Context: an optimization exercise on an open-source flow, tuned for small area, a short achievable clock period and few clock cycles per item. The choices shown serve that exercise and are no tape-out recipe. At most, simulation tests tie the RTL to the original design; equivalence was not proved. Function not checked in runs 1, 2, 4 and 6: the RTL went through the layout flow alone. Power is estimated from default activity; no workload was simulated.

File: flow/design.v
module systolic_array #(
    parameter int width_p        = 8,
    parameter int array_width_p  = 8,
    parameter int array_height_p = 8
) (
    input  logic               clk_i,
    input  logic               reset_i,
    input  logic               en_i,
    input  logic               flush_i,
    input  logic               valid_i,
    input  logic [width_p-1:0] data_i,
    output logic               ready_o,
    output logic               valid_o,
    output logic [width_p-1:0] data_o,
    input  logic               yumi_i
);
    localparam int N  = 8;         
    localparam int NA = N * N;     
    localparam int ND = 7;         
    logic          ld_q;           
    logic [7:0]    cnt_q;          
    logic          av_q;           
    logic          sv_q;           
    logic [6:0]    u_q;            
    logic [2:0]    ph_q;           
    logic [6:0]    k_q;            
    logic          valid_q;
    logic [ND-1:0] dv_q;           
    logic [7:0] ain_q;
    logic [7:0] din_q;             
    logic [7:0] din3_q;            
    logic [ND-1:0][7:0] dd_q;      
    logic [ND-1:0][2:0] dt_q;      
    logic [NA-1:0][7:0] a_q;       
    logic [N-1:0][N-1:0][7:0] c_q;   
    logic [7:0] data_q;
    logic ready_q;
    assign ready_q = ld_q & ~cnt_q[7];
    assign ready_o = reset_i & en_i & ready_q;
    assign valid_o = valid_q;
    assign data_o  = data_q;
    logic accept, accept_a, accept_b, first_b, flush_take, take, flushed;
    logic aligned, done_ok, load_out, shift_a, last, clr;
    logic [2:0] ph_n;
    logic [6:0] nx;
    assign accept     = en_i & valid_i & ready_q;
    assign accept_a   = accept & ~cnt_q[6];
    assign accept_b   = accept & cnt_q[6];
    assign first_b    = accept_b & (cnt_q[5:0] == 6'd0);
    assign flush_take = en_i & flush_i & ld_q;
    assign take       = en_i & yumi_i & valid_q;
    assign flushed    = ~ld_q | flush_i;
    assign ph_n       = ph_q + 3'd1;
    assign nx         = u_q + 7'(sv_q);
    logic       pick;
    logic [7:0] pick_d;
    always_comb begin
        pick   = 1'b0;
        pick_d = '0;
        if (accept_b & ((cnt_q[2:0] == ph_n) | first_b)) begin
            pick   = 1'b1;
            pick_d = data_i;
        end
        for (int s = 0; s < ND; s++) begin
            if (dv_q[s] & (dt_q[s] == ph_n)) begin
                pick   = 1'b1;
                pick_d = pick_d | dd_q[s];
            end
        end
        if (~ld_q & ~nx[6] & (nx[2:0] == ph_n)) pick = 1'b1;
    end
    assign aligned  = (ph_q + 3'd2) == k_q[2:0];
    assign done_ok  = u_q[6] | ((u_q[5:3] == 3'd7) & (u_q[2:0] > k_q[2:0]));
    assign load_out = en_i & (~valid_q | yumi_i) & flushed & ~k_q[6] & (k_q[5:3] != 3'd0 | done_ok) &
                      aligned;
    assign shift_a  = av_q | (sv_q & (u_q[2:0] == 3'd7));
    assign last     = take & k_q[6];
    assign clr      = ~nx[6] & ~nx[5] & ~nx[4] & ~nx[3] & (ph_n >= nx[2:0]);
    always_ff @(posedge clk_i or negedge reset_i) begin
        if (!reset_i) begin
            ld_q    <= 1'b1;
            cnt_q   <= '0;
            av_q    <= 1'b0;
            sv_q    <= 1'b0;
            u_q     <= '0;
            ph_q    <= '0;
            k_q     <= '0;
            valid_q <= 1'b0;
            dv_q    <= '0;
        end else begin
            av_q <= accept_a;
            sv_q <= pick;
            u_q  <= nx;
            ph_q <= first_b ? 3'd0 : ph_n;
            dv_q <= {dv_q[ND-2:0], accept_b};
            if (accept) cnt_q <= cnt_q + 8'd1;
            if (flush_take) ld_q <= 1'b0;
            if (load_out) begin
                k_q     <= k_q + 7'd1;
                valid_q <= 1'b1;
            end else if (take) begin
                valid_q <= 1'b0;
            end
            if (last) begin
                ld_q  <= 1'b1;
                cnt_q <= '0;
                u_q   <= '0;
                k_q   <= '0;
            end
        end
    end
    always_ff @(posedge clk_i) begin
        ain_q <= data_i;
        din_q  <= pick_d;
        din3_q <= pick_d + {pick_d[6:0], 1'b0};
        dd_q  <= {dd_q[ND-2:0], data_i};
        dt_q  <= {dt_q[ND-2:0], cnt_q[2:0]};
    end
    always_ff @(posedge clk_i) begin
        if (shift_a) begin
            a_q[0] <= ain_q;
            for (int s = 1; s < NA; s++) a_q[s] <= a_q[s-1];
        end
    end
    logic [N-1:0][7:0] mac;
    for (genvar i = 0; i < N; i++) begin : g_mac
        sa_mac u_mac (.a(a_q[NA-1-N*i]), .d(din_q), .d3(din3_q), .c(c_q[i][N-1]), .y(mac[i]));
    end
    always_ff @(posedge clk_i) begin
        for (int i = 0; i < N; i++) begin
            c_q[i][0] <= mac[i];
            for (int n = 1; n < N-1; n++) c_q[i][n] <= c_q[i][n-1];
            c_q[i][N-1] <= clr ? 8'd0 : c_q[i][N-2];
        end
    end
    always_ff @(posedge clk_i) begin
        if (load_out) data_q <= c_q[k_q[5:3]][5];
    end
endmodule
module sa_mac (
    input  logic [7:0] a,
    input  logic [7:0] d,
    input  logic [7:0] d3,
    input  logic [7:0] c,
    output logic [7:0] y
);
    logic [3:0] s1, s2, s3;
    logic t1, t2, t3, t4, t5, t6, t7, t8, t9, t10, t11, t12, t13, t14, t15, t16, t17, t18, t19, t20, t21, t22, t23, t24, t25, t26, t27, t28, t29, t30, t31, t32, t33, t34, t35, t36, t37, t38, t39, t40, t41;
    logic [7:0] x0, x1;
    for (genvar m = 0; m < 4; m++) begin : g_dig
        assign s1[m] = ~a[2*m+1] &  a[2*m];
        assign s2[m] =  a[2*m+1] & ~a[2*m];
        assign s3[m] =  a[2*m+1] &  a[2*m];
    end
    assign t1 = (s1[0] & d[0]) | (s3[0] & d3[0]);
    assign t2 = (s1[0] & d[1]) | (s2[0] & d[0]) | (s3[0] & d3[1]);
    assign t3 = (s1[0] & d[2]) | (s2[0] & d[1]) | (s3[0] & d3[2]);
    assign t4 = (s1[0] & d[3]) | (s2[0] & d[2]) | (s3[0] & d3[3]);
    assign t5 = (s1[0] & d[4]) | (s2[0] & d[3]) | (s3[0] & d3[4]);
    assign t6 = (s1[0] & d[5]) | (s2[0] & d[4]) | (s3[0] & d3[5]);
    assign t7 = (s1[0] & d[6]) | (s2[0] & d[5]) | (s3[0] & d3[6]);
    assign t8 = (s1[0] & d[7]) | (s2[0] & d[6]) | (s3[0] & d3[7]);
    assign t9 = (s1[1] & d[0]) | (s3[1] & d3[0]);
    assign t10 = (s1[1] & d[1]) | (s2[1] & d[0]) | (s3[1] & d3[1]);
    assign t11 = (s1[1] & d[2]) | (s2[1] & d[1]) | (s3[1] & d3[2]);
    assign t12 = (s1[1] & d[3]) | (s2[1] & d[2]) | (s3[1] & d3[3]);
    assign t13 = (s1[1] & d[4]) | (s2[1] & d[3]) | (s3[1] & d3[4]);
    assign t14 = (s1[1] & d[5]) | (s2[1] & d[4]) | (s3[1] & d3[5]);
    assign t15 = (s1[2] & d[0]) | (s3[2] & d3[0]);
    assign t16 = (s1[2] & d[1]) | (s2[2] & d[0]) | (s3[2] & d3[1]);
    assign t17 = (s1[2] & d[2]) | (s2[2] & d[1]) | (s3[2] & d3[2]);
    assign t18 = (s1[2] & d[3]) | (s2[2] & d[2]) | (s3[2] & d3[3]);
    assign t19 = (s1[3] & d[0]) | (s3[3] & d3[0]);
    assign t20 = (s1[3] & d[1]) | (s2[3] & d[0]) | (s3[3] & d3[1]);
    assign t21 = t7 ^ t13;
    assign t22 = t7 & t13;
    assign t23 = t8 ^ t14 ^ t18;
    assign t24 = t5 ^ t11;
    assign t25 = t5 & t11;
    assign t26 = t6 ^ t12 ^ t16;
    assign t27 = (t6 & t12) | (t6 & t16) | (t12 & t16);
    assign t28 = t21 ^ t17 ^ t19;
    assign t29 = (t21 & t17) | (t21 & t19) | (t17 & t19);
    assign t30 = t23 ^ t20 ^ c[7];
    assign t31 = t3 ^ t9;
    assign t32 = t3 & t9;
    assign t33 = t4 ^ t10 ^ c[3];
    assign t34 = (t4 & t10) | (t4 & c[3]) | (t10 & c[3]);
    assign t35 = t24 ^ t15 ^ c[4];
    assign t36 = (t24 & t15) | (t24 & c[4]) | (t15 & c[4]);
    assign t37 = t26 ^ c[5] ^ t25;
    assign t38 = (t26 & c[5]) | (t26 & t25) | (c[5] & t25);
    assign t39 = t28 ^ c[6] ^ t27;
    assign t40 = (t28 & c[6]) | (t28 & t27) | (c[6] & t27);
    assign t41 = t30 ^ t22 ^ t29;
    assign x0 = {t41, t39, t37, t35, t33, t31, t2, t1};
    assign x1 = {t40, t38, t36, t34, t32, c[2], c[1], c[0]};
    assign y  = x0 + x1;
endmodule
File: flow/flow/run.sh
#!/bin/bash
# The standard layout, with a tighter setup target for the repair steps and faster port buffers.
set -euo pipefail
bash standard.sh SETUP_SLACK_MARGIN=5.8 "BUFFER_PORTS_ARGS=-buffer_cell sky130_fd_sc_hd__buf_2" finish > make_finish.log 2>&1
File: flow/standard.sh
#!/bin/bash
# synth_recipe.tcl (not shown) runs the flow's synth.tcl, then flattens the netlist and writes it again
# the make line also repeats each setting of config.mk as NAME=value (left out here)
make -C /OpenROAD-flow-scripts/flow DESIGN_CONFIG=/design/flow/config.mk WORK_HOME=/design/flow/orfs CLKGATE_MAP_FILE= SYNTH_SCRIPT=/design/flow/synth_recipe.tcl "${@:-finish}"
File: flow/config.mk
export PLATFORM = sky130hd
export DESIGN_NAME = systolic_array
export DESIGN_NICKNAME = systolic_array
export VERILOG_FILES = /design/flow/design.v
export SDC_FILE = /design/flow/constraint.sdc
export NUM_CORES = 4
export LEC_CHECK = 0
export CAP_MARGIN = 20
export CORE_MARGIN = 2
export CORE_UTILIZATION = 65
export CTS_BUF_LIST = sky130_fd_sc_hd__clkbuf_16
export CTS_CLUSTER_DIAMETER = 100
export CTS_CLUSTER_SIZE = 30
export SETUP_SLACK_MARGIN = 5
export SLEW_MARGIN = 20
File: flow/constraint.sdc
create_clock -name core_clock -period 10.0 [get_ports {clk_i}]
set_input_delay 2.0000 -clock core_clock [delete_from_list [all_inputs] [get_ports {clk_i}]]
set_output_delay 2.0000 -clock core_clock [all_outputs]
set_load 0.01 [all_outputs]
==> results of run 1 <==
routing by layer:
metal / share of wire / global-route usage
met1: 0.43 / 0.279
met2: 0.51 / 0.370
met3: 0.032 / 0.0249
met4: 0.033 / 0.0762
met5: 0 / 0
registers in the layout, summed over array words and instances, names as in the netlist, 3 cells and up:
signal and cells:
u_q 7, dd_q 56, k_q 7, c_q 512, dt_q 21, cnt_q 8
dv_q 7, din_q 7, data_q 8, a_q 512, ph_q 3, din3_q 8
area by class of cell:
class,count,area [um^2]
Fill cell,3796,18000
Clock inverter,29,174
Sequential cell,1160,28600
Tap cell,773,967
Timing Repair Buffer,47,365
Inverter,105,394
Clock buffer,45,1130
Multi-Input combinational cell,965,9030
stage by stage:
| stage | cells | power, mW | hold WS [ns] | setup WS (ns) | area [um^2] |
|---|---|---|---|---|---|
| after floorplan | 2326 | 5.13 | 0.310 | 5.64 | 38400 |
| after global placement | 3044 | 5.16 | 0.310 | 4.93 | 39200 |
| after detailed placement | 3044 | 5.17 | 0.312 | 4.89 | 39200 |
| after CTS | 3120 | 7.33 | 0.332 | 5.57 | 40600 |
| after global routing | 3124 | 7.50 | 0.337 | 5.57 | 40700 |
| final | 3124 | 7.26 | 0.328 | 5.58 | 40700 |
logic make-up (layout without fill, tap and decap cells):
kind of cell	after synthesis	count (layout)	share of synthesized area
and+or+nand+nor	250	250	0.0354
buffers and inverters	201	226	0.0204
adders and majority gates	155	155	0.0617
muxes	158	158	0.0507
DFF	1160	1160	0.746
AOI/OAI and AO/OA	251	251	0.0486
xor gates and xnor gates	151	151	0.0373
power by group:
part	leakage, nW	total, mW	internal (mW)	switching (mW)
combinational	4.87	0.108	0.0465	0.0616
clock	0.726	2.19	0.866	1.33
sequential	9.65	4.95	4.93	0.0214
worst max-delay path: cells and delay by family:
family                 cells  cell delay [ns]
buffers and inverters      2             0.23
AND/OR/NAND/NOR            1             0.19
worst min path at each step:
stage             start  cells past startpoint  endpoint
3_3_place_gp   c_q[152]                      0  c_q[160]
6_report       c_q[407]                      0  c_q[415]
2_1_floorplan   c_q[92]                      0  c_q[100]
3_5_place_dp   c_q[130]                      0  c_q[138]
5_1_grt        dt_q[10]                      0  dt_q[13]
4_1_cts        c_q[202]                      0  c_q[210]
timing repair:
| action | CTS | global route |
|---|---|---|
| setup buffers | 1 | 4 |
| setup endpoints to repair | 2 | 2 |
| gates resized for setup | 9 | 4 |
| gates cloned | 1 | 0 |
| hold buffers | 0 | 0 |
| pin swaps | 1 | 1 |
cell usage after synthesis (4+ instances only):
cell type  number
xor2_1         35
a221oi_1        6
nor2_1         38
nand2_1        50
a21oi_1        51
a21o_1         12
and4_1          6
edfxtp_1      520
xnor3_1         8
nand4_1         4
clkbuf_1       84
dfxtp_1       604
xnor2_1       108
a22oi_1        34
mux2i_1        11
ha_1           98
o21ai_0        16
mux2_2        131
a222oi_1        8
dfrtp_1        35
inv_1         105
nand3_1        15
nor4_1          4
and2_1         24
mux4_2         16
o21bai_1       19
a22o_1         93
fa_1           57
buf_1           4
nor2b_1        94
==> results.sh, run 1 <==
export IMPL_outcome="no timing/DRC/antenna violations"
export IMPL_cts_sinks=1160
export IMPL_diodes=0
export IMPL_grtUsageTotal=0.213
export IMPL_tns_ns=0
export IMPL_io_buffers=23
export IMPL_ir_drop_uv=182
export IMPL_path_class="in -> out"
export IMPL_grt_setup_unrepaired="yes"
export IMPL_ys_top_cells_by_area="edfxtp_1, dfxtp_1, mux2_2, ha_1, fa_1"
export IMPL_cts_clk_slew_worst_paths_ns=0.12
export IMPL_synthToLayoutAreaGrowth_pct=6.02
export IMPL_critPathLaunchType="input pin"
export IMPL_drc=0
export IMPL_power_density_nw_per_um2=178
export IMPL_cp_endpoint="ready_o"
export IMPL_utilization=0.693
export IMPL_critical_path_peak_fanout=4
export IMPL_yosysTopAreaCell="edfxtp_1"
export IMPL_syn_inst=2326
export IMPL_routedWlPerCell_um=20.5
export IMPL_most_common_layout_cells="dfxtp_1, edfxtp_1, mux2_2, inv_1, xnor2_1"
export IMPL_dr_pass1_iters=5
export IMPL_place_hpwl_um=40500
export IMPL_place_congestion=0.827
export IMPL_maxCapViolations=0
export IMPL_via_per_inst=5.54
export IMPL_r2r_start="ph_q[2]"
export IMPL_grt_overflow_total=0
export IMPL_final_max_slew_viol_count=0
export IMPL_worstPathCellList="buf_8 > and4b_1 > buf_2"
export IMPL_root_buffer="clkbuf_16"
export IMPL_skew_ns=0.0290
export IMPL_coreArea_um2=58700
export IMPL_syn_area_um2=38400
export IMPL_hold_class="reg -> reg"
export IMPL_finalSetupViolCount=0
export IMPL_cp_data_required_time_ns=8.00
export IMPL_critPathMaxStageDelay_ns=0.19
export IMPL_ys_seq_area_frac=0.746
export IMPL_fmax_ghz=0.226
export IMPL_post_route_min_period_ns=4.42
export IMPL_finalNetCount=2493
export IMPL_ys_seq_elements=1160
export IMPL_grt_max_degree=180
export IMPL_leakagePower_nw=15.2
export IMPL_insertion_delay_ns=0.62
export IMPL_drt_total_wl_um=64000
export IMPL_synthArstFlopShare=0.0310
export IMPL_ys_warnings_count=1
export IMPL_cts_htree_levels=2
export IMPL_max_slew_margin=0.297
export IMPL_cts_buffers=45
export IMPL_startpoint="en_i"
export IMPL_std_cell_rows=89
export IMPL_r2r_end="din3_q[7]"
export IMPL_grt_antenna_before_repair=0
export IMPL_initial_utilization=0.654
export IMPL_crit_path_end_kind="primary output"
export IMPL_slowest_stage="and4b_1"
export IMPL_clockBufferDepth=3
export IMPL_yosysUniqueCellTypes=50
export IMPL_synth_ff_type="dfxtp_1"
export IMPL_grt_pass1_vias=17684
export IMPL_cts_tree="yes"
export IMPL_r2r_cells=13
export IMPL_drive_above_1_share=0.108
export IMPL_die_area_um2=61000
export IMPL_syn_avg_cell_area_um2=16.5
export IMPL_drt_initial_drc_count=980
export IMPL_die_h_um=247
export IMPL_tightest_slew_ns=1.05
export IMPL_grt_first_pass_wirelength_um=98600
export IMPL_vias=17306
export IMPL_synth_nets=2495
export IMPL_synth_edf_count=520
export IMPL_die_w_um=247
export IMPL_synth_top_cell_area_share=0.407
export IMPL_fin_crit_sh=0.442
export IMPL_finalHoldViolations=0
export IMPL_mostFrequentLayoutCell="dfxtp_1"
export IMPL_io_pins=24
export IMPL_reg2reg_slack_ns=6.09
export IMPL_cp_arrival_ns=2.42
export IMPL_postRouteAntennaNets=0
==> run 2, diff against run 1 <==
--- a/flow/design.v
+++ b/flow/design.v
@@ -195,5 +195,12 @@
     assign t41 = t30 ^ t22 ^ t29;
     assign x0 = {t41, t39, t37, t35, t33, t31, t2, t1};
     assign x1 = {t40, t38, t36, t34, t32, c[2], c[1], c[0]};
-    assign y  = x0 + x1;
+    logic [3:0] cy;
+    assign y[0] = x0[0] ^ x1[0];
+    assign cy[0] = x0[0] & x1[0];
+    for (genvar b = 1; b < 4; b++) begin : g_rc
+        assign y[b] = x0[b] ^ x1[b] ^ cy[b-1];
+        assign cy[b] = (x0[b] & x1[b]) | (x0[b] & cy[b-1]) | (x1[b] & cy[b-1]);
+    end
+    assign y[7:4] = x0[7:4] + x1[7:4] + {3'd0, cy[3]};
 endmodule
==> run 2 against run 1 <==
  * Fmax increased by 0.13%
  * Register-to-register slack about the same
  * Clock-buffer cell count unchanged
  * Routed wire length decreased by 4.1%
  * Synthesized cell count decreased by 2.9%
  * Worst setup slack improved by 0.0058 ns
  * Via count decreased by 4.5%
  * Critical path type unchanged
  * Final cell count decreased by 2.5%
  * Critical endpoint unchanged
  * Sequential power about the same
  * Clock power decreased by 2%
  * Final area decreased by 0.93%
  * First-iteration DRC count increased by 2.9%
==> results.sh, run 2 <==
export IMPL_path_class="in -> out"
export IMPL_min_from="c_q[230]"
export IMPL_leakagePower_nw=15.1
export IMPL_die_area_um2=60500
export IMPL_clkPwrFrac=0.297
export IMPL_die_h_um=246
export IMPL_hold_path_end="c_q[238]"
export IMPL_hold_class="reg -> reg"
export IMPL_insertion_delay_ns=0.61
export IMPL_std_cell_rows=88
export IMPL_final_max_slew_viol_count=0
export IMPL_synth_edf_count=520
export IMPL_syn_avg_cell_area_um2=16.8
export IMPL_finalHoldViolations=0
export IMPL_combinationalPowerShare=0.013
export IMPL_syn_inst=2259
export IMPL_grt_pass1_vias=17119
export IMPL_postRouteAntennaNets=0
export IMPL_die_w_um=246
export IMPL_most_common_layout_cells="dfxtp_1, edfxtp_1, inv_1"
export IMPL_root_buffer="clkbuf_16"
export IMPL_yosysMostFrequentCell="dfxtp_1"
export IMPL_crit_path_end_kind="primary output"
export IMPL_routedWlPerCell_um=20.2
export IMPL_ys_warnings_count=1
export IMPL_r2r_cells=13
export IMPL_critical_path_peak_fanout=3
export IMPL_cts_tree="yes"
export IMPL_via_per_inst=5.43
export IMPL_cts_hold_buffers=0
export IMPL_coreArea_um2=57800
export IMPL_finalNetCount=2420
export IMPL_fmax_ghz=0.226
export IMPL_grt_max_degree=219
export IMPL_initial_utilization=0.658
export IMPL_reg2reg_slack_ns=6.08
export IMPL_dp_cells=2966
export IMPL_tightest_slew_ns=1.07
export IMPL_critPathMaxStageDelay_ns=0.19
export IMPL_drt_total_wl_um=61400
export IMPL_ir_drop_uv=188
export IMPL_drive_above_1_share=0.113
export IMPL_synth_nets=2428
export IMPL_p_sw_mw=1.38
export IMPL_max_slew_margin=0.286
export IMPL_whs_path_depth=0
export IMPL_grt_antenna_before_repair=0
export IMPL_critPathLaunchType="input pin"
export IMPL_r2r_start="ph_q[0]"
export IMPL_ys_seq_area_frac=0.752
export IMPL_power_frac_seq=0.690
export IMPL_io_buffers=23
export IMPL_dr_pass1_iters=6
export IMPL_yosysTopAreaCell="edfxtp_1"
export IMPL_r2r_end="din3_q[7]"
export IMPL_cts_buffers=44
export IMPL_outcome="no timing/DRC/antenna violations"
export IMPL_place_hpwl_um=37900
export IMPL_cts_clk_slew_worst_paths_ns=0.11
export IMPL_cp_data_required_time_ns=8.00
export IMPL_intPower_mw=5.81
export IMPL_synthArstFlopShare=0.0310
export IMPL_worstPathCellList="buf_8 > and4b_1 > buf_2"
export IMPL_diodes=0
export IMPL_tns_ns=0
export IMPL_fin_cells=3046
export IMPL_power_density_nw_per_um2=178
export IMPL_synth_ff_type="dfxtp_1"
export IMPL_io_pins=24
export IMPL_synthToLayoutAreaGrowth_pct=5.92
export IMPL_cts_htree_levels=2
export IMPL_grt_first_pass_wirelength_um=96100
export IMPL_grt_setup_unrepaired="yes"
export IMPL_post_route_min_period_ns=4.42
export IMPL_largestRegisters="a_q (512), c_q (512), dd_q (56)"
export IMPL_vias=16525
export IMPL_skew_ns=0.0213
export IMPL_cts_sinks=1160
export IMPL_drt_initial_drc_count=1008
export IMPL_clockBufferDepth=3
export IMPL_syn_area_um2=38000
export IMPL_maxCapViolations=0
export IMPL_place_congestion=0.793
export IMPL_synth_common_cells="dfxtp_1, edfxtp_1, inv_1"
export IMPL_ys_top_cells_by_area="edfxtp_1, dfxtp_1, fa_1, mux2_2, dfrtp_1"
export IMPL_mostFrequentLayoutCell="dfxtp_1"
export IMPL_ys_seq_elements=1160
export IMPL_synth_top_cell_area_share=0.410
export IMPL_finalSetupViolCount=0
export IMPL_holdWs_ns=0.325
export IMPL_drc=0
export IMPL_grt_overflow_total=0
export IMPL_swShare=0.192
export IMPL_cp_arrival_ns=2.42
export IMPL_grtUsageTotal=0.209
export IMPL_yosysUniqueCellTypes=52
export IMPL_final_fill_count=3834
export IMPL_fin_crit_sh=0.442
export IMPL_slowest_stage="and4b_1"
[run 2: worst max-delay path: cells and delay by family]
family,cells,cell delay (ns)
buf+inv,2,0.23
simple gates,1,0.19
[run 2: worst max path at each step]
stage	startpoint	endpoint	slack [ns]	cells past startpoint
6_report	en_i	ready_o	5.58	3
5_1_grt	en_i	ready_o	5.57	3
4_1_cts	reset_i	ready_o	5.57	3
3_5_place_dp	reset_i	ready_o	4.87	3
3_3_place_gp	reset_i	ready_o	4.91	3
2_1_floorplan	valid_i	din3_q[7]	5.62	15
[run 2: cells by family after synthesis]
| logic type | synth area share |
|---|---|
| DFF | 0.752 |
| buffers and inverters | 0.0247 |
| and+or+nand+nor | 0.0340 |
| AOI/OAI and AO/OA | 0.0400 |
| adders and majority gates | 0.0685 |
| muxes | 0.0500 |
| xor gates and xnor gates | 0.0306 |
[run 2: final cells by class]
| type | instances | area [um^2] | area share |
|---|---|---|---|
| clock buffers | 45 | 1130 | 0.0279 |
| clock inverters | 31 | 121 | 0.00301 |
| inverters | 148 | 556 | 0.0138 |
| multi-input cells | 854 | 8550 | 0.212 |
| flip-flops and latches | 1160 | 28600 | 0.710 |
| well taps | 765 | 957 | 0.0238 |
| repair buffers | 43 | 368 | 0.00913 |
[run 2: metal layers]
metal	vias up	part of all wire	routed length, um	global-route usage
li1	7821	-	-	-
met2	255	0.50	30700	0.359
met5	-	0	0	0
met3	119	0.028	1730	0.0237
met4	0	0.025	1550	0.0665
met1	8330	0.45	27400	0.284
[run 2: stage by stage]
step / power (mW) / utilization / cell area (um^2) / worst slack [ns]
CTS: 7.26 / 0.696 / 40300 / 5.57
finish: 7.18 / 0.697 / 40300 / 5.58
global route: 7.43 / 0.697 / 40300 / 5.57
detailed placement: 5.15 / 0.674 / 38900 / 4.87
global placement: 5.15 / 0.674 / 38900 / 4.91
floorplan: 5.12 / - / 38100 / 5.62
[run 2: power groups by stage]
stage               clock network (mW)  registers (mW)  logic [mW]
CTS                               2.21            4.96      0.0956
finish                            2.14            4.95      0.0930
detailed placement                   0            5.06      0.0922
global placement                     0            5.06      0.0900
global route                      2.36            4.96       0.104
floorplan                            0            5.06      0.0581
[run 2: repair_timing]
action	CTS	global route
cloned	1	0
gates resized for setup	7	2
endpoints found under the hold margin	0	0
endpoints found under the setup margin	1	2
setup buffers	1	1
pin swaps	1	1
==> run 3, diff against run 2 <==
--- a/flow/design.v
+++ b/flow/design.v
@@ -18,6 +18,7 @@
     localparam int NA = N * N;     
     localparam int ND = 7;         
     logic          ld_q;           
+    logic          rdy_q;          
     logic [7:0]    cnt_q;          
     logic          av_q;           
     logic          sv_q;           
@@ -35,7 +36,7 @@
     logic [N-1:0][N-1:0][7:0] c_q;   
     logic [7:0] data_q;
     logic ready_q;
-    assign ready_q = ld_q & ~cnt_q[7];
+    assign ready_q = rdy_q;
     assign ready_o = reset_i & en_i & ready_q;
     assign valid_o = valid_q;
     assign data_o  = data_q;
@@ -79,6 +80,7 @@
     always_ff @(posedge clk_i or negedge reset_i) begin
         if (!reset_i) begin
             ld_q    <= 1'b1;
+            rdy_q   <= 1'b1;
             cnt_q   <= '0;
             av_q    <= 1'b0;
             sv_q    <= 1'b0;
@@ -94,7 +96,11 @@
             ph_q <= first_b ? 3'd0 : ph_n;
             dv_q <= {dv_q[ND-2:0], accept_b};
             if (accept) cnt_q <= cnt_q + 8'd1;
-            if (flush_take) ld_q <= 1'b0;
+            if (flush_take) begin
+                ld_q  <= 1'b0;
+                rdy_q <= 1'b0;
+            end
+            if (accept & (cnt_q[6:0] == 7'd127)) rdy_q <= 1'b0;
             if (load_out) begin
                 k_q     <= k_q + 7'd1;
                 valid_q <= 1'b1;
@@ -103,6 +109,7 @@
             end
             if (last) begin
                 ld_q  <= 1'b1;
+                rdy_q <= 1'b1;
                 cnt_q <= '0;
                 u_q   <= '0;
                 k_q   <= '0;
==> run 3 against run 2 <==
  * Largest power group unchanged
  * Routed wire length rose by 2.8%
  * Register-to-register slack got worse by 0.03 ns
  * Non-clock buffer count rose by 1
  * Worst setup slack improved by 0.049 ns
  * Area after synthesis barely moved
  * Final area barely moved
  * Sequential power rose by 0.8%
  * Critical endpoint unchanged
  * Synthesized cell count rose by 0.58%
  * Clock-buffer cell count did not move
  * Critical path depth did not move
==> results.sh, run 3 <==
export IMPL_drt_initial_drc_count=1182
export IMPL_cts_tree="yes"
export IMPL_vias=16773
export IMPL_cts_clk_slew_worst_paths_ns=0.11
export IMPL_drc=0
export IMPL_holdWs_ns=0.323
export IMPL_std_cell_rows=88
export IMPL_cp_arrival_ns=2.37
export IMPL_yosysUniqueCellTypes=53
export IMPL_insertion_delay_ns=0.61
export IMPL_cts_htree_levels=2
export IMPL_ys_seq_elements=1160
export IMPL_ys_seq_area_frac=0.753
export IMPL_grt_first_pass_wirelength_um=98900
export IMPL_max_slew_margin=0.305
export IMPL_ys_top_cells_by_area="edfxtp_1, dfxtp_1, fa_1, mux2_2, dfrtp_1"
export IMPL_fmax_ghz=0.229
export IMPL_place_hpwl_um=39200
export IMPL_finalHoldViolations=0
export IMPL_min_from="c_q[420]"
export IMPL_via_per_inst=5.47
export IMPL_skew_ns=0.0161
export IMPL_place_congestion=0.856
export IMPL_syn_inst=2272
export IMPL_r2r_start="din3_q[0]"
export IMPL_grt_pass1_vias=17594
export IMPL_crit_family="buffers and inverters"
export IMPL_fin_cells=3068
export IMPL_initial_utilization=0.659
export IMPL_hold_path_end="c_q[428]"
export IMPL_place_area_um2=38900
export IMPL_die_h_um=246
export IMPL_finalSetupViolCount=0
export IMPL_r2r_end="c_q[327]"
export IMPL_ir_drop_uv=217
export IMPL_dp_cells=2990
export IMPL_maxCapViolations=0
export IMPL_synth_ff_type="dfxtp_1"
export IMPL_critPathBufInv=2
export IMPL_grt_antenna_before_repair=0
export IMPL_io_pins=24
export IMPL_die_area_um2=60400
export IMPL_whs_path_depth=0
export IMPL_outcome="no timing/DRC/antenna violations"
export IMPL_synthToLayoutAreaGrowth_pct=5.93
export IMPL_drive_above_1_share=0.115
export IMPL_postRouteAntennaNets=0
export IMPL_diodes=0
export IMPL_die_w_um=246
export IMPL_syn_avg_cell_area_um2=16.7
export IMPL_yosysMostFrequentCell="dfxtp_1"
export IMPL_grt_setup_unrepaired="yes"
export IMPL_leakagePower_nw=15.0
export IMPL_yosysTopAreaCell="edfxtp_1"
export IMPL_most_common_layout_cells="dfxtp_1, edfxtp_1, inv_1"
export IMPL_mostFrequentLayoutCell="dfxtp_1"
export IMPL_critPathLaunchType="input pin"
export IMPL_synth_top_cell_area_share=0.411
export IMPL_fin_area_um2=40300
export IMPL_post_route_min_period_ns=4.37
export IMPL_synthArstFlopShare=0.0310
export IMPL_worstPathCellList="buf_16 > and3_4 > buf_6"
export IMPL_largestRegisters="a_q (512), c_q (512), dd_q (56)"
export IMPL_synth_edf_count=520
export IMPL_tightest_slew_ns=1.04
export IMPL_grt_max_degree=186
export IMPL_crit_path_end_kind="primary output"
export IMPL_cts_buffers=44
export IMPL_slowest_stage="and3_4"
export IMPL_reg2reg_slack_ns=6.05
export IMPL_coreArea_um2=57700
export IMPL_synth_common_cells="dfxtp_1, edfxtp_1, inv_1"
export IMPL_synth_nets=2441
export IMPL_dr_pass1_iters=5
export IMPL_root_buffer="clkbuf_16"
export IMPL_syn_area_um2=38000
export IMPL_power_density_nw_per_um2=180
export IMPL_final_max_slew_viol_count=0
export IMPL_hold_class="reg -> reg"
export IMPL_grtUsageTotal=0.216
export IMPL_critical_path_peak_fanout=2
export IMPL_drt_total_wl_um=63100
export IMPL_grt_overflow_total=0
export IMPL_cts_sinks=1160
export IMPL_path_class="in -> out"
export IMPL_critPathMaxStageDelay_ns=0.15
export IMPL_fin_crit_sh=0.437
export IMPL_tns_ns=0
export IMPL_routedWlPerCell_um=20.6
export IMPL_finalNetCount=2442
export IMPL_cp_data_required_time_ns=8.00
export IMPL_ys_warnings_count=1
export IMPL_io_buffers=23
export IMPL_r2r_cells=13
export IMPL_clockBufferDepth=3
export IMPL_utilization=0.698
[run 3: cell types whose count changed after synthesis, sizes merged, moves of 7 or more]
| cell | previous run | this run |
|---|---|---|
| nand3 | 9 | 16 |
| clkbuf | 86 | 76 |
| xnor2 | 73 | 84 |
| nand2 | 38 | 64 |
| nor2 | 23 | 33 |
| mux2 | 136 | 128 |
[run 3: worst max-delay path by stage]
stage,from,endpoint,slack (ns),depth (start not counted)
after floorplan,en_i,din3_q[7],5.54,16
after global placement,reset_i,ready_o,4.95,3
after detailed placement,reset_i,ready_o,4.93,3
after CTS,reset_i,ready_o,5.63,3
after global routing,reset_i,ready_o,5.63,3
final,reset_i,ready_o,5.63,3
[run 3: per-stage QoR]
step           total power, mW  setup WS, ns
2_1_floorplan             5.15          5.54
3_3_place_gp              5.19          4.95
3_5_place_dp              5.20          4.93
4_1_cts                   7.31          5.63
5_1_grt                   7.48          5.63
6_report                  7.24          5.63
[run 3: layer usage]
layer  track usage  up-vias  routed length, um
li1              -     7877                  -
met1         0.288     8509              27500
met2         0.373      271              31800
met3        0.0263      116               2140
met4        0.0688        0               1610
met5             0        -                  0
[run 3: area by class of cell]
| class | instances | area [um^2] |
|---|---|---|
| Sequential cell | 1160 | 28600 |
| Fill cell | 3793 | 17400 |
| Multi-Input combinational cell | 879 | 8550 |
| Clock buffer | 45 | 1130 |
| Tap cell | 765 | 957 |
| Inverter | 144 | 541 |
| Timing Repair Buffer | 44 | 345 |
| Clock inverter | 31 | 121 |
[run 3: repair_timing]
action,in CTS,in global routing
setup endpoints to repair,1,2
buffers inserted,1,0
cloned,1,0
gates resized for setup,9,1
hold buffers,0,0
[run 3: kinds of logic after synthesis]
kind of cell | synth area share
fa+ha+maj | 0.0686
mux | 0.0477
xor+xnor | 0.0299
compound gates | 0.0397
flops | 0.753
simple gates | 0.0373
buf+inv | 0.0239
[run 3: power breakdown]
| part | switching (mW) | internal, mW |
|---|---|---|
| Combinational | 0.0507 | 0.0537 |
| Sequential | 0.0497 | 4.94 |
| Clock | 1.32 | 0.832 |
Testbench counts of run 3, summed over its fixed seeds: cycles 12,288, jobs 64.
==> run 4, diff against run 3 <==
--- a/flow/design.v
+++ b/flow/design.v
@@ -202,12 +202,11 @@
     assign t41 = t30 ^ t22 ^ t29;
     assign x0 = {t41, t39, t37, t35, t33, t31, t2, t1};
     assign x1 = {t40, t38, t36, t34, t32, c[2], c[1], c[0]};
-    logic [3:0] cy;
+    logic [7:0] cy;
     assign y[0] = x0[0] ^ x1[0];
     assign cy[0] = x0[0] & x1[0];
-    for (genvar b = 1; b < 4; b++) begin : g_rc
+    for (genvar b = 1; b < 8; b++) begin : g_rc
         assign y[b] = x0[b] ^ x1[b] ^ cy[b-1];
         assign cy[b] = (x0[b] & x1[b]) | (x0[b] & cy[b-1]) | (x1[b] & cy[b-1]);
     end
-    assign y[7:4] = x0[7:4] + x1[7:4] + {3'd0, cy[3]};
 endmodule
==> run 4 against run 3 <==
  * Non-clock buffer count is 26 higher
  * Clock skew up 0.011 ns
  * Register-to-register slack got worse by 0.20 ns
  * Combinational power increased by 34%
==> results.sh, run 4 <==
export IMPL_insertion_delay_ns=0.63
export IMPL_coreArea_um2=57600
export IMPL_grt_setup_unrepaired="yes"
export IMPL_postRouteAntennaNets=0
export IMPL_synth_compound_area_frac=0.0382
export IMPL_ys_seq_elements=1160
export IMPL_grt_max_degree=183
export IMPL_critPathLaunchType="input pin"
export IMPL_holdWs_ns=0.322
export IMPL_cp_arrival_ns=2.38
export IMPL_skew_ns=0.0275
export IMPL_r2r_cells=13
export IMPL_root_buffer="clkbuf_16"
export IMPL_clockBufferDepth=3
export IMPL_syn_area_um2=37800
export IMPL_syn_inst=2211
export IMPL_synth_nets=2372
export IMPL_fmax_ghz=0.228
export IMPL_cts_clk_slew_worst_paths_ns=0.11
export IMPL_cts_sinks=1160
export IMPL_yosysTopAreaCell="edfxtp_1"
export IMPL_cts_hold_buffers=0
export IMPL_power_density_nw_per_um2=180
export IMPL_post_route_min_period_ns=4.38
export IMPL_synth_top_family_by_area="adder cells"
export IMPL_std_cell_rows=88
export IMPL_finalNetCount=2404
export IMPL_die_area_um2=60100
export IMPL_place_congestion=0.816
export IMPL_synthXorXnorAreaFrac=0.0281
export IMPL_synthSimpleGateAreaFrac=0.0352
export IMPL_path_class="in -> out"
export IMPL_pre_cts_ws_ns=4.92
export IMPL_worstPathCellList="buf_8 > and3_4 > buf_6"
export IMPL_synthMuxAreaShare=0.0509
export IMPL_finalSetupViolCount=0
export IMPL_die_w_um=245
export IMPL_drt_total_wl_um=61600
export IMPL_io_pins=24
export IMPL_largestRegisters="a_q (512), c_q (512), dd_q (56)"
export IMPL_seq_area_um2=28600
export IMPL_cp_data_required_time_ns=8.00
export IMPL_maxCapViolations=0
export IMPL_synthToLayoutAreaGrowth_pct=7.14
export IMPL_grt_pass1_vias=16953
export IMPL_grtUsageTotal=0.209
export IMPL_place_hpwl_um=37800
export IMPL_reg2reg_slack_ns=5.85
export IMPL_cts_buffers=45
export IMPL_tightest_slew_ns=1.06
export IMPL_multi_input_area_um2=8510
export IMPL_critical_path_peak_fanout=2
export IMPL_dr_pass1_iters=5
export IMPL_max_slew_margin=0.290
export IMPL_routedWlPerCell_um=20.3
export IMPL_synth_common_cells="dfxtp_1, edfxtp_1, mux2_2"
export IMPL_leakagePower_nw=14.9
export IMPL_via_per_inst=5.46
export IMPL_yosysUniqueCellTypes=55
export IMPL_cts_tree="yes"
export IMPL_finalHoldViolations=0
export IMPL_ys_seq_area_frac=0.757
export IMPL_synthAdderAreaFrac=0.0679
export IMPL_slowest_stage="and3_4"
export IMPL_synth_top_cell_area_share=0.413
export IMPL_die_h_um=245
export IMPL_drive_above_1_share=0.141
export IMPL_vias=16557
export IMPL_critPathMaxStageDelay_ns=0.17
export IMPL_initial_utilization=0.656
export IMPL_ir_drop_uv=151
export IMPL_grt_antenna_before_repair=1
export IMPL_cp_endpoint="ready_o"
export IMPL_yosysMostFrequentCell="dfxtp_1"
export IMPL_hold_class="reg -> reg"
export IMPL_startpoint="en_i"
export IMPL_r2r_end="c_q[7]"
export IMPL_synthArstFlopShare=0.0310
export IMPL_synth_ff_type="dfxtp_1"
export IMPL_tns_ns=0
export IMPL_ys_warnings_count=1
export IMPL_drt_initial_drc_count=931
export IMPL_syn_avg_cell_area_um2=17.1
export IMPL_grt_overflow_total=0
export IMPL_drc=0
export IMPL_cts_htree_levels=2
export IMPL_diodes=0
export IMPL_grt_first_pass_wirelength_um=95200
export IMPL_fin_crit_sh=0.438
export IMPL_io_buffers=23
export IMPL_outcome="no timing/DRC/antenna violations"
export IMPL_final_fill_count=3715
export IMPL_most_common_layout_cells="dfxtp_1, edfxtp_1, inv_1"
export IMPL_r2r_start="a_q[506]"
export IMPL_whs_path_depth=0
export IMPL_ys_top_cells_by_area="edfxtp_1, dfxtp_1, fa_1, mux2_2, dfrtp_1"
export IMPL_mostFrequentLayoutCell="dfxtp_1"
export IMPL_layout_setup_ws_ns=5.62
export IMPL_final_max_slew_viol_count=0
export IMPL_synth_edf_count=520
export IMPL_crit_path_end_kind="primary output"
[run 4: worst max-delay path, delay by kind of cell]
kind / cells / cell delay, ns
buffers and inverters: 2 / 0.21
AND/OR/NAND/NOR: 1 / 0.17
[run 4: worst min path at each step]
stage	start	end	slack [ns]
after global routing	c_q[75]	c_q[83]	0.33
after CTS	c_q[75]	c_q[83]	0.33
after floorplan	c_q[92]	c_q[100]	0.31
after global placement	c_q[223]	c_q[231]	0.31
after detailed placement	c_q[128]	c_q[136]	0.31
final	c_q[75]	c_q[83]	0.32
[run 4: per-stage QoR]
| stage | instance area, um^2 | power, mW | instances | util |
|---|---|---|---|---|
| after floorplan | 37900 | 5.15 | 2211 | - |
| after global placement | 38700 | 5.20 | 2928 | 0.673 |
| after detailed placement | 38700 | 5.20 | 2928 | 0.673 |
| after CTS | 40300 | 7.34 | 3015 | 0.699 |
| after global routing | 40500 | 7.50 | 3035 | 0.703 |
| final | 40500 | 7.27 | 3035 | 0.703 |
[run 4: report_power, final]
part	internal [mW]	switching [mW]
clock	0.854	1.32
sequential	4.93	0.0203
combinational	0.0570	0.0825
total	5.85	1.42
[run 4: cell families (layout without fill, tap and decap cells)]
logic type,Yosys count,in the layout
DFF,1160,1160
and+or+nand+nor,235,235
buffers and inverters,220,279
AOI/OAI and AO/OA,184,184
muxes,155,155
adders and majority gates,147,147
xor gates and xnor gates,110,110
[run 4: what timing repair did]
| item | 4_1_cts | 5_1_grt |
|---|---|---|
| pin swaps | 1 | 5 |
| gates resized for setup | 25 | 21 |
| setup endpoints to repair | 11 | 10 |
| cloned | 1 | 1 |
| buffers inserted | 12 | 19 |
[run 4: final cells by class]
type | instances | share of cell area
timing repair buffer | 70 | 0.0149
clock buffer | 46 | 0.0284
inverter | 135 | 0.0125
tap | 765 | 0.0236
sequential | 1160 | 0.707
clock inverter | 28 | 0.00343
multi-input combinational | 831 | 0.210
[run 4: metal layers]
layer  track usage  routed length (um)  up-vias
met2         0.357               31100      254
met3        0.0243                1940      103
met5             0                   0        -
met4        0.0734                1690        0
li1              -                   -     7761
met1         0.280               26800     8439
==> run 5, diff against run 4 <==
--- a/flow/design.v
+++ b/flow/design.v
@@ -202,11 +202,12 @@
     assign t41 = t30 ^ t22 ^ t29;
     assign x0 = {t41, t39, t37, t35, t33, t31, t2, t1};
     assign x1 = {t40, t38, t36, t34, t32, c[2], c[1], c[0]};
-    logic [7:0] cy;
+    logic [3:0] cy;
     assign y[0] = x0[0] ^ x1[0];
     assign cy[0] = x0[0] & x1[0];
-    for (genvar b = 1; b < 8; b++) begin : g_rc
+    for (genvar b = 1; b < 4; b++) begin : g_rc
         assign y[b] = x0[b] ^ x1[b] ^ cy[b-1];
         assign cy[b] = (x0[b] & x1[b]) | (x0[b] & cy[b-1]) | (x1[b] & cy[b-1]);
     end
+    assign y[7:4] = x0[7:4] + x1[7:4] + {3'd0, cy[3]};
 endmodule
==> flow/flow/run.sh (replaced) <==
#!/bin/bash
# The standard layout, with a tighter setup target for the repair steps and faster port buffers.
set -euo pipefail
bash standard.sh SETUP_SLACK_MARGIN=5.66 "BUFFER_PORTS_ARGS=-buffer_cell sky130_fd_sc_hd__buf_2" finish > make_finish.log 2>&1
--- a/flow/config.mk
+++ b/flow/config.mk
@@ -5,11 +5,11 @@
 export SDC_FILE = /design/flow/constraint.sdc
 export NUM_CORES = 4
 export LEC_CHECK = 0
-export CAP_MARGIN = 20
+export CAP_MARGIN = 5
 export CORE_MARGIN = 2
 export CORE_UTILIZATION = 65
 export CTS_BUF_LIST = sky130_fd_sc_hd__clkbuf_16
 export CTS_CLUSTER_DIAMETER = 100
 export CTS_CLUSTER_SIZE = 30
 export SETUP_SLACK_MARGIN = 5
-export SLEW_MARGIN = 20
+export SLEW_MARGIN = 5
==> run 5 against run 4 <==
  * Worst hold slack gained 0.00073 ns
  * Area after synthesis grew 0.57%
  * Still clean
  * Sequential power is 0.8% higher
==> results.sh, run 5 <==
export IMPL_vias=16775
export IMPL_yosysMostFrequentCell="dfxtp_1"
export IMPL_diodes=0
export IMPL_finalNetCount=2442
export IMPL_critPathLaunchType="input pin"
export IMPL_clockBufferDepth=3
export IMPL_ir_drop_uv=217
export IMPL_cts_tree="yes"
export IMPL_ys_warnings_count=1
export IMPL_synth_edf_count=520
export IMPL_std_cell_rows=88
export IMPL_cts_buffers=44
export IMPL_cp_arrival_ns=2.37
export IMPL_cts_htree_levels=2
export IMPL_synth_nets=2441
export IMPL_fin_crit_sh=0.437
export IMPL_tns_ns=0
export IMPL_grt_first_pass_wirelength_um=98900
export IMPL_leakagePower_nw=15.0
export IMPL_mostFrequentLayoutCell="dfxtp_1"
export IMPL_die_w_um=246
export IMPL_finalSetupViolCount=0
export IMPL_startpoint="reset_i"
export IMPL_crit_path_end_kind="primary output"
export IMPL_cts_clk_slew_worst_paths_ns=0.11
export IMPL_synth_common_cells="dfxtp_1, edfxtp_1, inv_1"
export IMPL_yosysTopAreaCell="edfxtp_1"
export IMPL_fin_cells=3068
export IMPL_drt_total_wl_um=63100
export IMPL_tightest_slew_ns=1.04
export IMPL_skew_ns=0.0160
export IMPL_io_pins=24
export IMPL_min_from="c_q[420]"
export IMPL_finalHoldViolations=0
export IMPL_place_hpwl_um=39200
export IMPL_maxCapViolations=0
export IMPL_drive_above_1_share=0.114
export IMPL_syn_area_um2=38000
export IMPL_coreArea_um2=57700
export IMPL_final_fill_count=3794
export IMPL_most_common_layout_cells="dfxtp_1, edfxtp_1, inv_1"
export IMPL_path_class="in -> out"
export IMPL_dr_pass1_iters=5
export IMPL_grt_antenna_before_repair=0
export IMPL_r2r_start="ph_q[0]"
export IMPL_postRouteAntennaNets=0
export IMPL_synthArstFlopShare=0.0310
export IMPL_largestRegisters="a_q (512), c_q (512), dd_q (56)"
export IMPL_hold_class="reg -> reg"
export IMPL_post_route_min_period_ns=4.37
export IMPL_root_buffer="clkbuf_16"
export IMPL_seq_area_um2=28600
export IMPL_die_h_um=246
export IMPL_cts_sinks=1160
export IMPL_multi_input_area_um2=8550
export IMPL_synthToLayoutAreaGrowth_pct=5.92
export IMPL_via_per_inst=5.47
export IMPL_syn_avg_cell_area_um2=16.7
export IMPL_io_buffers=23
export IMPL_drt_initial_drc_count=1182
export IMPL_cp_data_required_time_ns=8.00
export IMPL_die_area_um2=60400
export IMPL_grt_setup_unrepaired="yes"
export IMPL_ys_seq_elements=1160
export IMPL_grt_overflow_total=0
export IMPL_ys_seq_area_frac=0.753
export IMPL_yosysUniqueCellTypes=53
export IMPL_synth_ff_type="dfxtp_1"
export IMPL_final_max_slew_viol_count=0
export IMPL_outcome="no timing/DRC/antenna violations"
export IMPL_insertion_delay_ns=0.61
export IMPL_routedWlPerCell_um=20.6
export IMPL_initial_utilization=0.659
export IMPL_syn_inst=2272
export IMPL_critical_path_peak_fanout=2
export IMPL_dp_cells=2990
export IMPL_drc=0
export IMPL_ys_top_cells_by_area="edfxtp_1, dfxtp_1, fa_1, mux2_2, dfrtp_1"
export IMPL_place_congestion=0.856
export IMPL_grt_max_degree=186
export IMPL_grtUsageTotal=0.216
export IMPL_synth_top_cell_area_share=0.411
export IMPL_max_slew_margin=0.305
export IMPL_power_density_nw_per_um2=180
export IMPL_fmax_ghz=0.229
export IMPL_grt_pass1_vias=17594
-- run 5: path summary, 6_finish.rpt --
kind	slack, ns	endpoint	cells after the start
max in group asynchronous	8.42	ld_q	2
hold / removal	0.32	c_q[428]	0
min in group asynchronous	1.30	k_q[0]	1
hold reg to reg	0.32	c_q[428]	0
setup / recovery	5.63	ready_o	3
setup reg to reg	6.05	din3_q[7]	15
-- run 5: cells by family (layout without fill, tap and decap cells) --
family | count (synthesis) | count (layout) | share of synthesized area
fa+ha+maj | 155 | 155 | 0.0686
compound gates | 195 | 195 | 0.0397
simple gates | 262 | 262 | 0.0373
xor+xnor | 122 | 122 | 0.0299
buf+inv | 233 | 264 | 0.0239
flops | 1160 | 1160 | 0.753
mux | 145 | 145 | 0.0477
-- run 5: area by class of cell --
| type | instances | area share |
|---|---|---|
| Timing Repair Buffer | 44 | 0.00858 |
| Tap cell | 765 | 0.0238 |
| Inverter | 144 | 0.0134 |
| Clock inverter | 31 | 0.00302 |
| Multi-Input combinational cell | 879 | 0.212 |
| Clock buffer | 45 | 0.0280 |
| Sequential cell | 1160 | 0.711 |
-- run 5: through the flow --
step | utilization | setup slack, ns | total power, mW | cell area, um^2 | hold WS (ns)
CTS | 0.698 | 5.63 | 7.31 | 40300 | 0.325
global placement | 0.675 | 4.95 | 5.19 | 38900 | 0.310
global route | 0.698 | 5.63 | 7.48 | 40300 | 0.325
detailed placement | 0.675 | 4.93 | 5.20 | 38900 | 0.312
floorplan | - | 5.54 | 5.15 | 38100 | 0.310
finish | 0.698 | 5.63 | 7.24 | 40300 | 0.323
-- run 5: critical path, stage by stage --
cell and delay (ns):
buf_16 0.10, and3_4 0.15, buf_6 0.11
-- run 5: timing repair --
action,in CTS,in global routing
setup buffers,1,0
hold endpoints to repair,0,0
hold buffers,0,0
gates resized for setup,9,0
setup endpoints to repair,1,1
gates cloned,1,0
-- run 5: where the power goes --
group	leakage [nW]	internal (mW)	switching, mW
combinational	4.66	0.0537	0.0507
clock	0.718	0.832	1.32
sequential	9.65	4.94	0.0497
total	15.0	5.82	1.42
-- run 5: per-layer routing --
metal,GRT usage,up-vias,share of wire
met5,0,-,0
met4,0.0688,0,0.025
met3,0.0263,116,0.033
met2,0.373,272,0.50
met1,0.288,8510,0.44
li1,-,7877,-
Testbench counts of run 5, summed over its fixed seeds: cycles 12,288, jobs 64.
==> run 6, diff against run 5 <==
--- a/flow/design.v
+++ b/flow/design.v
@@ -15,24 +15,23 @@
     input  logic               yumi_i
 );
     localparam int N  = 8;         
-    localparam int NA = N * N;     
     localparam int ND = 7;         
     logic          ld_q;           
     logic          rdy_q;          
     logic [7:0]    cnt_q;          
-    logic          av_q;           
+    logic [7:0]    p_q;            
     logic          sv_q;           
     logic [6:0]    u_q;            
     logic [2:0]    ph_q;           
     logic [6:0]    k_q;            
     logic          valid_q;
     logic [ND-1:0] dv_q;           
-    logic [7:0] ain_q;
     logic [7:0] din_q;             
     logic [7:0] din3_q;            
+    logic [N-1:0] sel_q;           
     logic [ND-1:0][7:0] dd_q;      
     logic [ND-1:0][2:0] dt_q;      
-    logic [NA-1:0][7:0] a_q;       
+    logic [N-1:0][N-1:0][7:0] a_q;   
     logic [N-1:0][N-1:0][7:0] c_q;   
     logic [7:0] data_q;
     logic ready_q;
@@ -40,25 +39,22 @@
     assign ready_o = reset_i & en_i & ready_q;
     assign valid_o = valid_q;
     assign data_o  = data_q;
-    logic accept, accept_a, accept_b, first_b, flush_take, take, flushed;
-    logic aligned, done_ok, load_out, shift_a, last, clr;
+    logic accept, first, flush_take, take, flushed, aligned, done_ok, load_out, last, clr;
     logic [2:0] ph_n;
-    logic [6:0] nx;
+    logic [6:0] ub;
     assign accept     = en_i & valid_i & ready_q;
-    assign accept_a   = accept & ~cnt_q[6];
-    assign accept_b   = accept & cnt_q[6];
-    assign first_b    = accept_b & (cnt_q[5:0] == 6'd0);
+    assign first      = accept & (cnt_q == 8'd0);
     assign flush_take = en_i & flush_i & ld_q;
     assign take       = en_i & yumi_i & valid_q;
     assign flushed    = ~ld_q | flush_i;
     assign ph_n       = ph_q + 3'd1;
-    assign nx         = u_q + 7'(sv_q);
+    assign ub         = u_q + 7'(sv_q);
     logic       pick;
     logic [7:0] pick_d;
     always_comb begin
         pick   = 1'b0;
         pick_d = '0;
-        if (accept_b & ((cnt_q[2:0] == ph_n) | first_b)) begin
+        if (accept & ((cnt_q[2:0] == ph_n) | first)) begin
             pick   = 1'b1;
             pick_d = data_i;
         end
@@ -68,21 +64,23 @@
                 pick_d = pick_d | dd_q[s];
             end
         end
-        if (~ld_q & ~nx[6] & (nx[2:0] == ph_n)) pick = 1'b1;
-    end
+        if (~ld_q & ~p_q[7] & (p_q[2:0] == ph_n)) pick = 1'b1;
+    end
+    logic pick_a, pick_b;
+    assign pick_a = pick & ~p_q[7] & ~p_q[6];
+    assign pick_b = pick & ~p_q[7] &  p_q[6];
     assign aligned  = (ph_q + 3'd2) == k_q[2:0];
     assign done_ok  = u_q[6] | ((u_q[5:3] == 3'd7) & (u_q[2:0] > k_q[2:0]));
     assign load_out = en_i & (~valid_q | yumi_i) & flushed & ~k_q[6] & (k_q[5:3] != 3'd0 | done_ok) &
                       aligned;
-    assign shift_a  = av_q | (sv_q & (u_q[2:0] == 3'd7));
     assign last     = take & k_q[6];
-    assign clr      = ~nx[6] & ~nx[5] & ~nx[4] & ~nx[3] & (ph_n >= nx[2:0]);
+    assign clr      = (ub[6:3] == 4'd0) & (ph_n >= ub[2:0]);
     always_ff @(posedge clk_i or negedge reset_i) begin
         if (!reset_i) begin
             ld_q    <= 1'b1;
             rdy_q   <= 1'b1;
             cnt_q   <= '0;
-            av_q    <= 1'b0;
+            p_q     <= '0;
             sv_q    <= 1'b0;
             u_q     <= '0;
             ph_q    <= '0;
@@ -90,11 +88,11 @@
             valid_q <= 1'b0;
             dv_q    <= '0;
         end else begin
-            av_q <= accept_a;
-            sv_q <= pick;
-            u_q  <= nx;
-            ph_q <= first_b ? 3'd0 : ph_n;
-            dv_q <= {dv_q[ND-2:0], accept_b};
+            sv_q <= pick_b;
+            u_q  <= ub;
+            ph_q <= first ? 3'd0 : ph_n;
+            dv_q <= {dv_q[ND-2:0], accept};
+            if (pick) p_q <= p_q + 8'd1;
             if (accept) cnt_q <= cnt_q + 8'd1;
             if (flush_take) begin
                 ld_q  <= 1'b0;
@@ -111,27 +109,37 @@
                 ld_q  <= 1'b1;
                 rdy_q <= 1'b1;
                 cnt_q <= '0;
+                p_q   <= '0;
                 u_q   <= '0;
                 k_q   <= '0;
             end
         end
     end
-    always_ff @(posedge clk_i) begin
-        ain_q <= data_i;
-        din_q  <= pick_d;
-        din3_q <= pick_d + {pick_d[6:0], 1'b0};
-        dd_q  <= {dd_q[ND-2:0], data_i};
-        dt_q  <= {dt_q[ND-2:0], cnt_q[2:0]};
-    end
-    always_ff @(posedge clk_i) begin
-        if (shift_a) begin
-            a_q[0] <= ain_q;
-            for (int s = 1; s < NA; s++) a_q[s] <= a_q[s-1];
+    logic [2:0] sel_n;
+    assign sel_n = ph_n - p_q[5:3];
+    always_ff @(posedge clk_i) begin
+        din_q  <= pick_b ? pick_d : 8'd0;
+        din3_q <= pick_b ? pick_d + {pick_d[6:0], 1'b0} : 8'd0;
+        for (int n = 0; n < N; n++) sel_q[n] <= (sel_n == 3'(n));
+        dd_q   <= {dd_q[ND-2:0], data_i};
+        dt_q   <= {dt_q[ND-2:0], cnt_q[2:0]};
+    end
+    always_ff @(posedge clk_i) begin
+        for (int i = 0; i < N; i++) begin
+            a_q[i][0] <= (pick_a & (p_q[5:3] == 3'(i))) ? pick_d : a_q[i][N-1];
+            for (int n = 1; n < N; n++) a_q[i][n] <= a_q[i][n-1];
+        end
+    end
+    logic [N-1:0][7:0] a_rd;
+    always_comb begin
+        for (int i = 0; i < N; i++) begin
+            a_rd[i] = '0;
+            for (int n = 0; n < N; n++) a_rd[i] = a_rd[i] | ({8{sel_q[n]}} & a_q[i][n]);
         end
     end
     logic [N-1:0][7:0] mac;
     for (genvar i = 0; i < N; i++) begin : g_mac
-        sa_mac u_mac (.a(a_q[NA-1-N*i]), .d(din_q), .d3(din3_q), .c(c_q[i][N-1]), .y(mac[i]));
+        sa_mac u_mac (.a(a_rd[i]), .d(din_q), .d3(din3_q), .c(c_q[i][N-1]), .y(mac[i]));
     end
     always_ff @(posedge clk_i) begin
         for (int i = 0; i < N; i++) begin
==> flow/flow/run.sh (replaced) <==
#!/bin/bash
# The standard layout, with a tighter setup target for the repair steps and faster port buffers.
set -euo pipefail
bash standard.sh SETUP_SLACK_MARGIN=5.8 "BUFFER_PORTS_ARGS=-buffer_cell sky130_fd_sc_hd__buf_2" finish > make_finish.log 2>&1
--- a/flow/config.mk
+++ b/flow/config.mk
@@ -5,11 +5,11 @@
 export SDC_FILE = /design/flow/constraint.sdc
 export NUM_CORES = 4
 export LEC_CHECK = 0
-export CAP_MARGIN = 5
+export CAP_MARGIN = 20
 export CORE_MARGIN = 2
 export CORE_UTILIZATION = 65
 export CTS_BUF_LIST = sky130_fd_sc_hd__clkbuf_16
 export CTS_CLUSTER_DIAMETER = 100
 export CTS_CLUSTER_SIZE = 30
 export SETUP_SLACK_MARGIN = 5
-export SLEW_MARGIN = 5
+export SLEW_MARGIN = 20
==> run 6 against run 5 <==
  * Worst setup slack worse by 0.027 ns
  * Worst hold slack better by 0.0036 ns
  * Sequential power down 5.2%
  * Final cell count up 22%
  * Critical path depth unchanged
  * Via count up 29%
  * Synthesized cell count up 26%
  * Clock skew up 0.018 ns
  * Register-to-register slack worse by 0.18 ns
  * Final area up 2.4%
  * Critical path type unchanged
  * Critical endpoint unchanged
  * Largest power group unchanged
==> results.sh, run 6 <==
export IMPL_outcome="no timing/DRC/antenna violations"
export IMPL_die_h_um=243
export IMPL_ys_top_cells_by_area="dfxtp_1, a22oi_1, fa_1, mux2i_1, dfrtp_1"
export IMPL_cts_tree="yes"
export IMPL_finalHoldViolations=0
export IMPL_drt_met1_wl_um=39900
export IMPL_grt_setup_unrepaired="yes"
export IMPL_grt_antenna_before_repair=1
export IMPL_fmax_ghz=0.228
export IMPL_io_buffers=23
export IMPL_grtUsageTotal=0.281
export IMPL_synth_ff_type="dfxtp_1"
export IMPL_cts_sinks=1176
export IMPL_tns_ns=0
export IMPL_fin_crit_sh=0.439
export IMPL_critPathBufInv=2
export IMPL_routedWlPerCell_um=22.7
export IMPL_leakagePower_nw=16.2
export IMPL_die_area_um2=58900
export IMPL_dr_pass1_iters=5
export IMPL_ys_warnings_count=1
export IMPL_drive_above_1_share=0.161
export IMPL_largestRegisters="a_q (512), c_q (512), dd_q (56)"
export IMPL_postRouteAntennaNets=0
export IMPL_maxCapViolations=0
export IMPL_grt_overflow_total=0
export IMPL_insertion_delay_ns=0.63
export IMPL_via_per_inst=5.78
export IMPL_highest_layer="met4"
export IMPL_clockBufferDepth=3
export IMPL_cts_clk_slew_worst_paths_ns=0.10
export IMPL_cp_data_required_time_ns=8.00
export IMPL_critPathMaxStageDelay_ns=0.17
export IMPL_path_class="in -> out"
export IMPL_dr_wl_met3_um=4700
export IMPL_cts_hold_buffers=0
export IMPL_die_w_um=243
export IMPL_drt_initial_drc_count=1796
export IMPL_worstPathCellList="buf_12 > and3_4 > buf_6"
export IMPL_grt_pass1_vias=21161
export IMPL_slowest_stage="and3_4"
export IMPL_yosysMostFrequentCell="dfxtp_1"
export IMPL_initial_utilization=0.657
export IMPL_synth_common_cells="dfxtp_1, a22oi_1, inv_1"
export IMPL_grt_max_degree=65
export IMPL_ir_drop_uv=161
export IMPL_ys_seq_elements=1176
export IMPL_post_route_min_period_ns=4.39
export IMPL_critPathLaunchType="input pin"
export IMPL_yosysUniqueCellTypes=63
export IMPL_hold_class="reg -> reg"
export IMPL_synthArstFlopShare=0.0374
export IMPL_finalSetupViolCount=0
export IMPL_final_fill_count=3876
export IMPL_place_hpwl_um=51300
export IMPL_ys_seq_area_frac=0.644
export IMPL_vias=21657
export IMPL_mostFrequentLayoutCell="dfxtp_1"
export IMPL_most_common_layout_cells="dfxtp_1, a22oi_1, buf_4"
export IMPL_drt_total_wl_um=85100
export IMPL_syn_area_um2=37000
export IMPL_critical_path_peak_fanout=5
export IMPL_io_pins=24
export IMPL_finalNetCount=3144
export IMPL_cts_buffers=46
export IMPL_std_cell_rows=87
export IMPL_wl_met2_um=38300
export IMPL_max_slew_margin=0.283
export IMPL_drc=0
export IMPL_skew_ns=0.0338
export IMPL_power_density_nw_per_um2=173
export IMPL_yosysTopAreaCell="dfxtp_1"
export IMPL_coreArea_um2=56400
export IMPL_synth_edf_count=8
export IMPL_synthToLayoutAreaGrowth_pct=11.3
export IMPL_place_congestion=0.824
export IMPL_syn_inst=2872
export IMPL_crit_path_end_kind="primary output"
export IMPL_p_total_mw=7.13
export IMPL_synth_top_cell_area_share=0.608
export IMPL_cts_htree_levels=2
export IMPL_crit_family="buffers and inverters"
export IMPL_cp_arrival_ns=2.39
export IMPL_final_max_slew_viol_count=0
export IMPL_synth_nets=3044
export IMPL_syn_avg_cell_area_um2=12.9
export IMPL_root_buffer="clkbuf_16"
export IMPL_grt_first_pass_wirelength_um=127000
export IMPL_tightest_slew_ns=1.07
-- run 6: cell types whose count changed in the layout (fill, tap and decap cells not counted), sizes merged, moves of 34 or more --
| cell | change |
|---|---|
| mux2 | -38 |
| a21oi | +50 |
| a22o | -68 |
| nand2 | +46 |
| mux2i | +110 |
| nand4 | +61 |
| edfxtp | -512 |
| a22oi | +224 |
| o21ai | +65 |
| buf | +136 |
| nor2 | +34 |
| inv | -40 |
| dfxtp | +520 |
-- run 6: stage by stage --
stage	instances	util	hold slack, ns	worst slack [ns]	instance area [um^2]
detailed placement	3537	0.670	0.312	4.76	37800
CTS	3659	0.711	0.329	5.56	40100
global route	3742	0.731	0.332	5.60	41200
floorplan	2872	-	0.310	5.71	37100
global placement	3537	0.670	0.309	4.81	37800
finish	3744	0.731	0.326	5.61	41200
-- run 6: timing repair --
action,4_1_cts,5_1_grt
gates cloned,6,7
pin swaps,15,61
buffers inserted,54,76
setup endpoints to repair,70,13
gates resized for setup,96,106
-- run 6: report_power, final --
group	internal [mW]	total [mW]	switching, mW
registers	4.71	4.73	0.0226
clock network	0.901	2.26	1.36
logic	0.0606	0.135	0.0744
-- run 6: final timing paths --
check,start,end,slack [ns],cells past startpoint
hold / removal,c_q[1],c_q[9],0.33,0
setup / recovery,en_i,ready_o,5.61,3
max in group asynchronous,reset_i,valid_q,8.55,1
min in group asynchronous,reset_i,p_q[3],1.29,1
hold reg to reg,c_q[1],c_q[9],0.33,0
setup reg to reg,sel_q[1],c_q[327],5.87,19
-- run 6: cell type report --
class | instances | area, um^2 | area share
sequential | 1176 | 23900 | 0.580
multi-input combinational | 1434 | 12700 | 0.308
timing repair buffer | 190 | 1890 | 0.0460
clock buffer | 49 | 1230 | 0.0298
tap | 756 | 946 | 0.0230
inverter | 124 | 465 | 0.0113
clock inverter | 13 | 88.8 | 0.00216
antenna | 2 | 5.00 | 0.000121
-- run 6: per-layer routing --
layer	vias to the layer above	global-route usage
li1	10068	-
met1	10825	0.420
met2	638	0.432
met3	126	0.0373
met4	0	0.0787
met5	-	0
-- run 6: cells by family after synthesis --
family	after synthesis	synth area share
AOI/OAI and AO/OA	481	0.0897
xor gates and xnor gates	126	0.0313
adders and majority gates	158	0.0716
buffers and inverters	264	0.0286
DFF	1176	0.644
muxes	217	0.0671
and+or+nand+nor	450	0.0678
-- run 6: worst reg2reg max path: stages (launching register included) --
cell     delay, ns
dfxtp_4       0.37
buf_12        0.15
buf_4         0.18
buf_4         0.16
a22oi_1       0.16
and4_4        0.34
and2_2        0.23
nand2_1       0.06
o21ai_0       0.11
ha_1          0.26
inv_1         0.07
fa_1          0.40
inv_1         0.09
fa_1          0.46
ha_4          0.31
a21oi_4       0.06
xnor2_2       0.13
xnor2_1       0.21
xnor2_1       0.16
xnor2_1       0.10

-- separate check: timing with driven ports --
Ports are ideal in the flow. The routed layouts listed here were re-timed in OpenROAD.
Step 1, drivers: a clkbuf_16 drives clk_i and a buf_2 each remaining input, both assumed.
Step 2 adds t to the input delays and takes it off the output delays; t is the mean of the earliest and latest rising clock arrival at the registers after step 1. Input paths then give back, and output paths get back, about the clock's delay inside the block.
Three values: ideal ports, drivers, drivers and shift; two values: the first two.
| run | shift t [ns] | setup slack, ns | worst setup path after step 2 |
|---|---|---|---|
| run 1 | 0.661 | 5.579 / 5.502 / 5.401 | input to register |
| run 2 | 0.659 | 5.585 / 5.507 / 5.265 | input to register |
| run 3 | 0.667 | 5.634 / 5.549 / 5.384 | input to register |
| run 4 | 0.671 | 5.623 / 5.538 / 5.412 | input to register |
| run 5 | 0.667 | 5.634 / 5.549 / 5.383 | input to register |
| run 6 | 0.675 | 5.607 / 5.477 / 5.477 | input to output |
After both steps setup and hold are still met in every run listed. The setup slack of run 2, which loses most, moves by -0.078 ns with the drivers and by -0.320 ns with both steps.
